Context: an optimization exercise on an open-source flow, tuned for small area and few clock cycles. The choices shown serve that exercise and are no tape-out recipe. Function was checked by simulation only, so behaviour that the tests miss may differ from the original. No activity file was given, so power comes from the tool's default toggle rates.

## ignition_power_supervisor
module ignition_power_supervisor #(
  parameter int IGNITION_GAP_RESET_MS = 1000,
  parameter int TIME_BITS             = 32
) (
  input  logic                             clk,
  input  logic                             rst,
  input  logic                             s_tvalid,
  output logic                             s_tready,
  input  logic [ips_pkg::IN_TDATA_W-1:0]   s_tdata,    
  input  logic [ips_pkg::IN_TUSER_W-1:0]   s_tuser,    
  output logic                             m_tvalid,
  input  logic                             m_tready,
  output logic [ips_pkg::OUT_TDATA_W-1:0]  m_tdata,    
  input  logic                             cfg_valid,
  output logic                             cfg_ready,
  input  ips_pkg::cfg_idx_t                cfg_index,
  input  ips_pkg::cfg_word_t               cfg_data
);
  logic [ips_pkg::NUM_CFG-1:0][ips_pkg::CFG_W-1:0] ncfg;
  ips_pkg::ips_item_t   in_item;
  ips_pkg::ips_result_t res;
  logic        out_valid;
  logic        accept;
  assign cfg_ready = 1'b1;
  ...
Settings: LEC_CHECK=0, ABC_AREA=1, CAP_MARGIN=20, CORE_MARGIN=2, CORE_UTILIZATION=65, SLEW_MARGIN=20; clock period 15.0 ns.
standard.sh (not shown) runs the stock make flow with config.mk's settings and CLKGATE_MAP_FILE= SYNTH_SCRIPT=/design/flow/synth_recipe.tcl, a recipe that flattens the netlist after the stock synthesis.
==> flow/flow/run.sh <==
#!/bin/bash
# The standard layout (standard.sh) with three changes:
#  - synthesis maps the logic with flow/abc_area.script (an area-recovering
#    ABC mapping) in place of ORFS's area script; everything else in the
#    synthesis, registers included, is synth_recipe.tcl unchanged;
#  - the port buffers use the smallest buffer cell (repair_design still
#    upsizes any that need it);
#  - clock tree synthesis clusters the flip-flops under clkbuf_4 leaf
#    buffers without dummy balancing loads.
# Each tool logs to orfs/logs as usual; make's output goes to flow_make.log.
set -euo pipefail
HERE=$(pwd)
cat > "$HERE/synth_wrap.tcl" <<EOT
proc abc {args} {
  set i [lsearch \$args -script]
  if { \$i >= 0 } { lset args [expr {\$i + 1}] $HERE/flow/abc_area.script }
  yosys abc {*}\$args
}
source $HERE/synth_recipe.tcl
EOT
sed "s#SYNTH_SCRIPT=[^ ]*#SYNTH_SCRIPT=$HERE/synth_wrap.tcl#" standard.sh > standard_wrap.sh
grep -q "SYNTH_SCRIPT=$HERE/synth_wrap.tcl" standard_wrap.sh
export BUFFER_PORTS_ARGS="-buffer_cell sky130_fd_sc_hd__buf_1"
export CTS_ARGS="-sink_clustering_enable -repair_clock_nets -dont_use_dummy_load -sink_clustering_size 12 -sink_clustering_max_diameter 50 -buf_list {sky130_fd_sc_hd__clkbuf_2 sky130_fd_sc_hd__clkbuf_4 sky130_fd_sc_hd__clkbuf_8}"
bash standard_wrap.sh > flow_make.log 2>&1
==> flow/flow/abc_area.script <==
&get -n
&st
&dch
&nf -R 1000
&put
topo
Testbench counts at the start, summed over its fixed seeds: cycles 36,016.
==> next run, changes <==
--- a/flow/flow/run.sh
+++ b/flow/flow/run.sh
@@ -7,3 +7,3 @@
 #    upsizes any that need it);
-#  - clock tree synthesis clusters the flip-flops under clkbuf_4 leaf
+#  - clock tree synthesis clusters the flip-flops under clkbuf_8 leaf
 #    buffers without dummy balancing loads.
@@ -23,3 +23,3 @@
 export BUFFER_PORTS_ARGS="-buffer_cell sky130_fd_sc_hd__buf_1"
-export CTS_ARGS="-sink_clustering_enable -repair_clock_nets -dont_use_dummy_load -sink_clustering_size 12 -sink_clustering_max_diameter 50 -buf_list {sky130_fd_sc_hd__clkbuf_2 sky130_fd_sc_hd__clkbuf_4 sky130_fd_sc_hd__clkbuf_8}"
+export CTS_ARGS="-sink_clustering_enable -repair_clock_nets -dont_use_dummy_load -sink_clustering_size 16 -sink_clustering_max_diameter 60 -buf_list sky130_fd_sc_hd__clkbuf_8"
 bash standard_wrap.sh > flow_make.log 2>&1
Effect: The new run went through all stages and came out clean; flip-flop and latch count does not change; clock skew barely changes; count of clock-buffer cells in the layout goes down by 11; wire length goes down by 1.1%; cell count goes down by about 1.1%; fmax goes up by about 0.35%; first-iteration DRC count goes up by 8.0%; via count goes down by about 1.1%; worst hold slack barely changes; area after synthesis is unchanged; die area stays the same.
==> next run, changes <==
--- a/flow/flow/run.sh
+++ b/flow/flow/run.sh
@@ -7,3 +7,3 @@
 #    upsizes any that need it);
-#  - clock tree synthesis clusters the flip-flops under clkbuf_8 leaf
+#  - clock tree synthesis clusters the flip-flops under clkbuf_4 leaf
 #    buffers without dummy balancing loads.
@@ -23,3 +23,3 @@
 export BUFFER_PORTS_ARGS="-buffer_cell sky130_fd_sc_hd__buf_1"
-export CTS_ARGS="-sink_clustering_enable -repair_clock_nets -dont_use_dummy_load -sink_clustering_size 16 -sink_clustering_max_diameter 60 -buf_list sky130_fd_sc_hd__clkbuf_8"
+export CTS_ARGS="-sink_clustering_enable -repair_clock_nets -dont_use_dummy_load -sink_clustering_size 10 -sink_clustering_max_diameter 50 -buf_list sky130_fd_sc_hd__clkbuf_4"
 bash standard_wrap.sh > flow_make.log 2>&1
Count of clock-buffer cells in the layout climbs by 14; die area stays the same; clock power drops by a few percent.

========
Another version of the RTL of ignition_power_supervisor (not shown whole).
Size in the first run: roughly 860 cells after synthesis, roughly 300 flip-flops, ~85 I/O pins.
==> flow/config.mk <==
export PLATFORM = sky130hd
export DESIGN_NAME = ignition_power_supervisor
export DESIGN_NICKNAME = ignition_power_supervisor
export VERILOG_FILES = /design/flow/design.v
export SDC_FILE = /design/flow/constraint.sdc
export NUM_CORES = 4
export LEC_CHECK = 0
export ABC_AREA = 1
export CAP_MARGIN = 20
export CORE_MARGIN = 2
export CORE_UTILIZATION = 65
export GPL_ROUTABILITY_DRIVEN = 0
export SLEW_MARGIN = 20
==> flow/constraint.sdc <==
create_clock -name core_clock -period 15.0 [get_ports {clk}]
set_input_delay 3.0000 -clock core_clock [delete_from_list [all_inputs] [get_ports {clk}]]
set_output_delay 3.0000 -clock core_clock [all_outputs]
set_load 0.01 [all_outputs]
==> flow/flow/run.sh <==
#!/bin/bash
# The standard layout (standard.sh) with three changes:
#  - synthesis maps the logic with flow/abc_area.script (an area-recovering
#    ABC mapping) in place of ORFS's area script; everything else in the
#    synthesis, registers included, is synth_recipe.tcl unchanged;
#  - the port buffers use the smallest buffer cell (repair_design still
#    upsizes any that need it);
#  - clock tree synthesis clusters the flip-flops under clkbuf_4 leaf
#    buffers without dummy balancing loads.
# Each tool logs to orfs/logs as usual; make's output goes to flow_make.log.
set -euo pipefail
HERE=$(pwd)
cat > "$HERE/synth_wrap.tcl" <<EOT
proc abc {args} {
  set i [lsearch \$args -script]
  if { \$i >= 0 } { lset args [expr {\$i + 1}] $HERE/flow/abc_area.script }
  yosys abc {*}\$args
}
source $HERE/synth_recipe.tcl
EOT
sed "s#SYNTH_SCRIPT=[^ ]*#SYNTH_SCRIPT=$HERE/synth_wrap.tcl#" standard.sh > standard_wrap.sh
grep -q "SYNTH_SCRIPT=$HERE/synth_wrap.tcl" standard_wrap.sh
export BUFFER_PORTS_ARGS="-buffer_cell sky130_fd_sc_hd__buf_1"
export CTS_ARGS="-sink_clustering_enable -repair_clock_nets -dont_use_dummy_load -sink_clustering_size 10 -sink_clustering_max_diameter 50 -buf_list sky130_fd_sc_hd__clkbuf_4"
bash standard_wrap.sh > flow_make.log 2>&1
Scripts as last shown in full above: flow/flow/abc_area.script
Testbench counts at the start, summed over its fixed seeds: cycles 36,016.
==> next run, changes <==
Settings changed: CORE_UTILIZATION 65 to 55, GPL_ROUTABILITY_DRIVEN 0 to not set.
Global-route usage falls by 3.6 points; die area rises by about a fifth; routed wire length rises by a few percent; final cell count rises by a few percent.
==> next run, changes <==
Settings changed: CORE_UTILIZATION 55 to 65.
The new run finished clean.
Cell area barely changes.
Power came out lower by 0.45%.
Core utilization came out higher by 10 points.
First-iteration DRC count came out higher by 12%.
Wire length came out lower by 4.1%.
Register-to-register slack got worse by 0.29 ns.
Final cell count came out lower by 3.6%.
Synthesized cell count does not change.
Worst setup slack got worse by 0.014 ns.
==> next run, changes <==
Settings changed: PLACE_DENSITY set to 0.85.
Result:
- core utilization shrinks by 0.36 points
- routed wire length shrinks by 1.1%
- non-clock buffer count shrinks by 3
- worst hold slack is better by 0.010 ns
- total power is about the same

========
ignition_power_supervisor, a different RTL version from the one above (not shown whole).
For scale: roughly 1100 cells after synthesis, about 300 flip-flops, about 85 I/O pins, roughly 14000 um2 of cells after synthesis.
Settings: LEC_CHECK=0, ABC_AREA=1, CAP_MARGIN=20, CORE_MARGIN=2, CORE_UTILIZATION=65, SLEW_MARGIN=20; clock period 15.0 ns.
==> flow/flow/run.sh <==
#!/bin/bash
# The standard layout (standard.sh) with three changes:
#  - synthesis maps the logic with flow/abc_area.script (an area-recovering
#    ABC mapping) in place of ORFS's area script; everything else in the
#    synthesis, registers included, is synth_recipe.tcl unchanged;
#  - the port buffers use the smallest buffer cell (repair_design still
#    upsizes any that need it);
#  - clock tree synthesis clusters the flip-flops under clkbuf_8 leaf
#    buffers without dummy balancing loads.
# Each tool logs to orfs/logs as usual; make's output goes to flow_make.log.
set -euo pipefail
HERE=$(pwd)
cat > "$HERE/synth_wrap.tcl" <<EOT
proc abc {args} {
  set i [lsearch \$args -script]
  if { \$i >= 0 } { lset args [expr {\$i + 1}] $HERE/flow/abc_area.script }
  yosys abc {*}\$args
}
source $HERE/synth_recipe.tcl
EOT
sed "s#SYNTH_SCRIPT=[^ ]*#SYNTH_SCRIPT=$HERE/synth_wrap.tcl#" standard.sh > standard_wrap.sh
grep -q "SYNTH_SCRIPT=$HERE/synth_wrap.tcl" standard_wrap.sh
export BUFFER_PORTS_ARGS="-buffer_cell sky130_fd_sc_hd__buf_1"
export CTS_ARGS="-sink_clustering_enable -repair_clock_nets -dont_use_dummy_load -sink_clustering_size 16 -sink_clustering_max_diameter 60 -buf_list sky130_fd_sc_hd__clkbuf_8"
bash standard_wrap.sh > flow_make.log 2>&1
==> flow/flow/abc_area.script <==
strash
dch
map -a
topo
Testbench counts at the start, summed over its fixed seeds: cycles 36,016.
Rerun with:
==> flow/flow/run.sh (replaced) <==
#!/bin/bash
# Standard layout with two changes: the port buffers use the smallest
# buffer cell (repair_design still upsizes any that need it), and clock tree
# synthesis clusters the flip-flops into larger groups under clkbuf_8
# without dummy balancing loads. Each tool's output is logged under orfs/logs;
# the make run's output goes to flow_make.log here.
set -euo pipefail
export BUFFER_PORTS_ARGS="-buffer_cell sky130_fd_sc_hd__buf_1"
export CTS_ARGS="-sink_clustering_enable -repair_clock_nets -dont_use_dummy_load -sink_clustering_size 16 -sink_clustering_max_diameter 60 -buf_list sky130_fd_sc_hd__clkbuf_8"
bash standard.sh > flow_make.log 2>&1
removed: flow/flow/abc_area.script
What happened:
- The changed run finished clean
- non-clock buffer count decreases by 18
- core utilization decreases by 2.4 points
- sequential cell count does not change
Rerun with:
--- a/flow/flow/run.sh
+++ b/flow/flow/run.sh
@@ -7,4 +7,4 @@
 set -euo pipefail
 export BUFFER_PORTS_ARGS="-buffer_cell sky130_fd_sc_hd__buf_1"
-export CTS_ARGS="-sink_clustering_enable -repair_clock_nets -dont_use_dummy_load -sink_clustering_size 16 -sink_clustering_max_diameter 60 -buf_list sky130_fd_sc_hd__clkbuf_8"
+export CTS_ARGS="-sink_clustering_enable -repair_clock_nets -dont_use_dummy_load -sink_clustering_size 10 -sink_clustering_max_diameter 50 -buf_list sky130_fd_sc_hd__clkbuf_4"
 bash standard.sh > flow_make.log 2>&1
What happened:
- total power went down by a few percent
- area after synthesis does not change
- clock power went down by roughly a tenth
- via count went up slightly
Rerun with:
==> flow/flow/run.sh (replaced) <==
#!/bin/bash
# The standard layout (standard.sh) with three changes:
#  - synthesis maps the logic with flow/abc_area.script (an area-recovering
#    ABC mapping) in place of ORFS's area script; everything else in the
#    synthesis, registers included, is synth_recipe.tcl unchanged;
#  - the port buffers use the smallest buffer cell (repair_design still
#    upsizes any that need it);
#  - clock tree synthesis clusters the flip-flops under clkbuf_8 leaf
#    buffers without dummy balancing loads.
# Each tool logs to orfs/logs as usual; make's output goes to flow_make.log.
set -euo pipefail
HERE=$(pwd)
cat > "$HERE/synth_wrap.tcl" <<EOT
proc abc {args} {
  set i [lsearch \$args -script]
  if { \$i >= 0 } { lset args [expr {\$i + 1}] $HERE/flow/abc_area.script }
  yosys abc {*}\$args
}
source $HERE/synth_recipe.tcl
EOT
sed "s#SYNTH_SCRIPT=[^ ]*#SYNTH_SCRIPT=$HERE/synth_wrap.tcl#" standard.sh > standard_wrap.sh
grep -q "SYNTH_SCRIPT=$HERE/synth_wrap.tcl" standard_wrap.sh
export BUFFER_PORTS_ARGS="-buffer_cell sky130_fd_sc_hd__buf_1"
export CTS_ARGS="-sink_clustering_enable -repair_clock_nets -dont_use_dummy_load -sink_clustering_size 16 -sink_clustering_max_diameter 60 -buf_list sky130_fd_sc_hd__clkbuf_8"
bash standard_wrap.sh > flow_make.log 2>&1
==> flow/flow/abc_area.script (new file) <==
&get -n
&st
&dch
&nf -R 1000
&put
topo
The new run went through all stages and came out clean.
Setup slack loses 55 ps.
Final area went down by 3.8%.
Clock-buffer cell count came out lower by 14.
Non-clock buffer count came out higher by 13.
Clock skew shrinks by 22 ps.
Power falls by about 9%.
Critical path depth is lower by 1.
Clock power is higher by about 4%.
Rerun with:
==> flow/flow/run.sh (replaced) <==
#!/bin/bash
# Standard layout with two changes: the port buffers use the smallest
# buffer cell (repair_design still upsizes any that need it), and clock tree
# synthesis clusters the flip-flops into larger groups under clkbuf_8
# without dummy balancing loads. Each tool's output is logged under orfs/logs;
# the make run's output goes to flow_make.log here.
set -euo pipefail
export BUFFER_PORTS_ARGS="-buffer_cell sky130_fd_sc_hd__buf_1"
export CTS_ARGS="-sink_clustering_enable -repair_clock_nets -dont_use_dummy_load -sink_clustering_size 10 -sink_clustering_max_diameter 50 -buf_list sky130_fd_sc_hd__clkbuf_4"
bash standard.sh > flow_make.log 2>&1
--- a/flow/config.mk
+++ b/flow/config.mk
@@ -9,4 +9,4 @@
 export CAP_MARGIN = 20
 export CORE_MARGIN = 2
-export CORE_UTILIZATION = 65
+export CORE_UTILIZATION = 50
 export SLEW_MARGIN = 20
removed: flow/flow/abc_area.script
=> Register-to-register slack improved by 300 ps. Global-route usage came out lower by 5.6 points. Combinational power came out higher by well over a third. Sequential power hardly moves. Area after synthesis came out higher by a few percent. Total power came out higher by roughly a tenth. First-iteration DRC count came out lower by about a fifth. Final cell count came out higher by a quarter to a third.
Rerun with:
--- a/flow/flow/run.sh
+++ b/flow/flow/run.sh
@@ -7,4 +7,4 @@
 set -euo pipefail
 export BUFFER_PORTS_ARGS="-buffer_cell sky130_fd_sc_hd__buf_1"
-export CTS_ARGS="-sink_clustering_enable -repair_clock_nets -dont_use_dummy_load -sink_clustering_size 10 -sink_clustering_max_diameter 50 -buf_list sky130_fd_sc_hd__clkbuf_4"
+export CTS_ARGS="-sink_clustering_enable -repair_clock_nets -dont_use_dummy_load -sink_clustering_size 30 -sink_clustering_max_diameter 80 -buf_list sky130_fd_sc_hd__clkbuf_16"
 bash standard.sh > flow_make.log 2>&1
--- a/flow/config.mk
+++ b/flow/config.mk
@@ -9,4 +9,4 @@
 export CAP_MARGIN = 20
 export CORE_MARGIN = 2
-export CORE_UTILIZATION = 50
+export CORE_UTILIZATION = 65
 export SLEW_MARGIN = 20
Result: The new run ran to the end with no violations; power grows by 2.5%; synthesized cell count is unchanged; non-clock buffer count went up by 3; wire length went down by 1.2%; clock power increases by 10%; global-route usage climbs by 6.0 points; critical path depth went down by 1; worst setup slack degrades by 110 ps; clock skew fell by 42 ps; sequential power hardly moves; cell area hardly moves.

========
ignition_power_supervisor, a different RTL version from the one above (not shown whole).
For scale: ~1400 cells after synthesis, ~300 flip-flops, roughly 85 I/O pins, ~14000 sq um of cells after synthesis.
==> flow/config.mk <==
export PLATFORM = sky130hd
export DESIGN_NAME = ignition_power_supervisor
export DESIGN_NICKNAME = ignition_power_supervisor
export VERILOG_FILES = /design/flow/design.v
export SDC_FILE = /design/flow/constraint.sdc
export NUM_CORES = 4
export LEC_CHECK = 0
export ABC_AREA = 1
export CAP_MARGIN = 20
export CORE_MARGIN = 2
export CORE_UTILIZATION = 40
export SLEW_MARGIN = 20
==> flow/constraint.sdc <==
create_clock -name core_clock -period 15.0 [get_ports {clk}]
set_input_delay 3.0000 -clock core_clock [delete_from_list [all_inputs] [get_ports {clk}]]
set_output_delay 3.0000 -clock core_clock [all_outputs]
set_load 0.01 [all_outputs]
run.sh (not shown) runs the stock make flow with config.mk's settings and CLKGATE_MAP_FILE= SYNTH_SCRIPT=/design/flow/synth_recipe.tcl, a recipe that flattens the netlist after the stock synthesis.
Stock flow here: none of the scripts above is used.
Testbench counts at the start, summed over its fixed seeds: cycles 36,016.
Edit:
--- a/flow/config.mk
+++ b/flow/config.mk
@@ -11 +11,4 @@
-export CORE_UTILIZATION = 40
+export CORE_UTILIZATION = 65
+export CTS_BUF_LIST = sky130_fd_sc_hd__clkbuf_16
+export CTS_CLUSTER_DIAMETER = 80
+export CTS_CLUSTER_SIZE = 30
What happened: Power decreases by 14%; worst hold slack gets better by 0.015 ns; cell count drops by 11%; register-to-register slack gets worse by 0.64 ns; final area goes down by 5.3%; via count went down by 0.34%; utilization came out higher by 26 points; first-iteration DRC count came out higher by 32%; setup slack gets worse by 0.017 ns; critical path depth does not change; die area is lower by 38%.
Edit:
--- a/flow/config.mk
+++ b/flow/config.mk
@@ -12,3 +12,3 @@
-export CTS_BUF_LIST = sky130_fd_sc_hd__clkbuf_16
-export CTS_CLUSTER_DIAMETER = 80
-export CTS_CLUSTER_SIZE = 30
+export CTS_BUF_LIST = sky130_fd_sc_hd__clkbuf_8
+export CTS_CLUSTER_DIAMETER = 60
+export CTS_CLUSTER_SIZE = 16
The changed run produced a clean layout. First-iteration DRC count fell by a few percent. Flip-flop and latch count is unchanged. Count of clock-buffer cells in the layout rose by 9. Core utilization hardly moves. Critical path depth does not change. Cell area is about the same. Total power fell slightly. Global-route usage barely changes. Hold slack stays flat.
Edit:
==> flow/flow/run.sh (new file) <==
#!/bin/bash
# Standard layout with two changes: the port buffers use the smallest
# buffer cell (repair_design still upsizes any that need it), and clock tree
# synthesis clusters the flip-flops into larger groups under clkbuf_8
# without dummy balancing loads. Each tool's output is logged under orfs/logs;
# the make run's output goes to flow_make.log here.
set -euo pipefail
export BUFFER_PORTS_ARGS="-buffer_cell sky130_fd_sc_hd__buf_1"
export CTS_ARGS="-sink_clustering_enable -repair_clock_nets -dont_use_dummy_load -sink_clustering_size 16 -sink_clustering_max_diameter 60 -buf_list sky130_fd_sc_hd__clkbuf_8"
bash standard.sh > flow_make.log 2>&1
==> flow/standard.sh (new file) <==
#!/bin/bash
# synth_recipe.tcl (not shown) runs the flow's synth.tcl, then flattens the netlist and writes it again
# the make line also repeats each setting of config.mk as NAME=value (left out here)
make -C /OpenROAD-flow-scripts/flow DESIGN_CONFIG=/design/flow/config.mk WORK_HOME=/design/flow/orfs CLKGATE_MAP_FILE= SYNTH_SCRIPT=/design/flow/synth_recipe.tcl "${@:-finish}"
--- a/flow/config.mk
+++ b/flow/config.mk
@@ -12,3 +11,0 @@
-export CTS_BUF_LIST = sky130_fd_sc_hd__clkbuf_8
-export CTS_CLUSTER_DIAMETER = 60
-export CTS_CLUSTER_SIZE = 16
removed: flow/run.sh
Result: Total power shrinks by 3.4%; first-iteration DRC count shrinks by 3.0%; clock-buffer cell count is unchanged; core utilization shrinks by 3.1 points.

static timing again, ports no longer ideal:
Ports are ideal in the flow. The routed layouts listed here were re-timed in OpenROAD. Step 1 assumes that a clkbuf_16 drives the clock port and a buf_2 every other input. Step 2 also shifts input and output timing later by t, the mid clock arrival at the registers, as if the neighbouring blocks saw the same clock. Three values: ideal, step 1, step 2; two values: the first two.
run	t, ns	setup WS [ns]	latest minus earliest clock arrival (ns)	slew at the worst register clock pin (ns)
the first run of note 1	0.561	0.304 / 0.324 / -0.238	0.037 / 0.037	0.08 / 0.08
the second run of note 1	0.572	0.355 / 0.371 / -0.201	0.038 / 0.038	0.10 / 0.10
the third run of note 1	0.653	0.460 / 0.476 / -0.176	0.063 / 0.063	0.11 / 0.11
the first run of note 2	0.666	0.574 / 0.587 / -0.079	0.073 / 0.073	0.11 / 0.11
the second run of note 2	0.667	0.588 / 0.603 / -0.064	0.083 / 0.083	0.11 / 0.11
the third run of note 2	0.666	0.574 / 0.587 / -0.079	0.073 / 0.073	0.11 / 0.11
the fourth run of note 2	0.675	0.458 / 0.475 / -0.200	0.051 / 0.052	0.11 / 0.11
the first run of note 3	0.589	0.449 / 0.464 / -0.125	0.048 / 0.048	0.10 / 0.10
the second run of note 3	0.613	0.451 / 0.472 / -0.141	0.040 / 0.040	0.10 / 0.10
the third run of note 3	0.661	0.483 / 0.500 / -0.161	0.069 / 0.069	0.11 / 0.11
the fourth run of note 3	0.578	0.428 / 0.448 / -0.130	0.048 / 0.048	0.10 / 0.10
the fifth run of note 3	0.665	0.546 / 0.566 / -0.099	0.080 / 0.080	0.11 / 0.11
the sixth run of note 3	0.538	0.440 / 0.467 / -0.072	0.038 / 0.039	0.11 / 0.11
the first run of note 4	0.554	0.487 / 0.512 / -0.042	0.010 / 0.010	0.06 / 0.06
the second run of note 4	0.548	0.470 / 0.492 / -0.057	0.023 / 0.023	0.11 / 0.11
the third run of note 4	0.617	0.541 / 0.561 / -0.056	0.029 / 0.029	0.10 / 0.10
the fourth run of note 4	0.591	0.540 / 0.560 / -0.031	0.054 / 0.054	0.10 / 0.10
Met with ideal ports but missed after step 2: setup timing in every run listed. For the fourth run of note 2, which loses most, drivers alone change the setup slack by +0.017 ns; drivers and shift together by -0.658 ns.
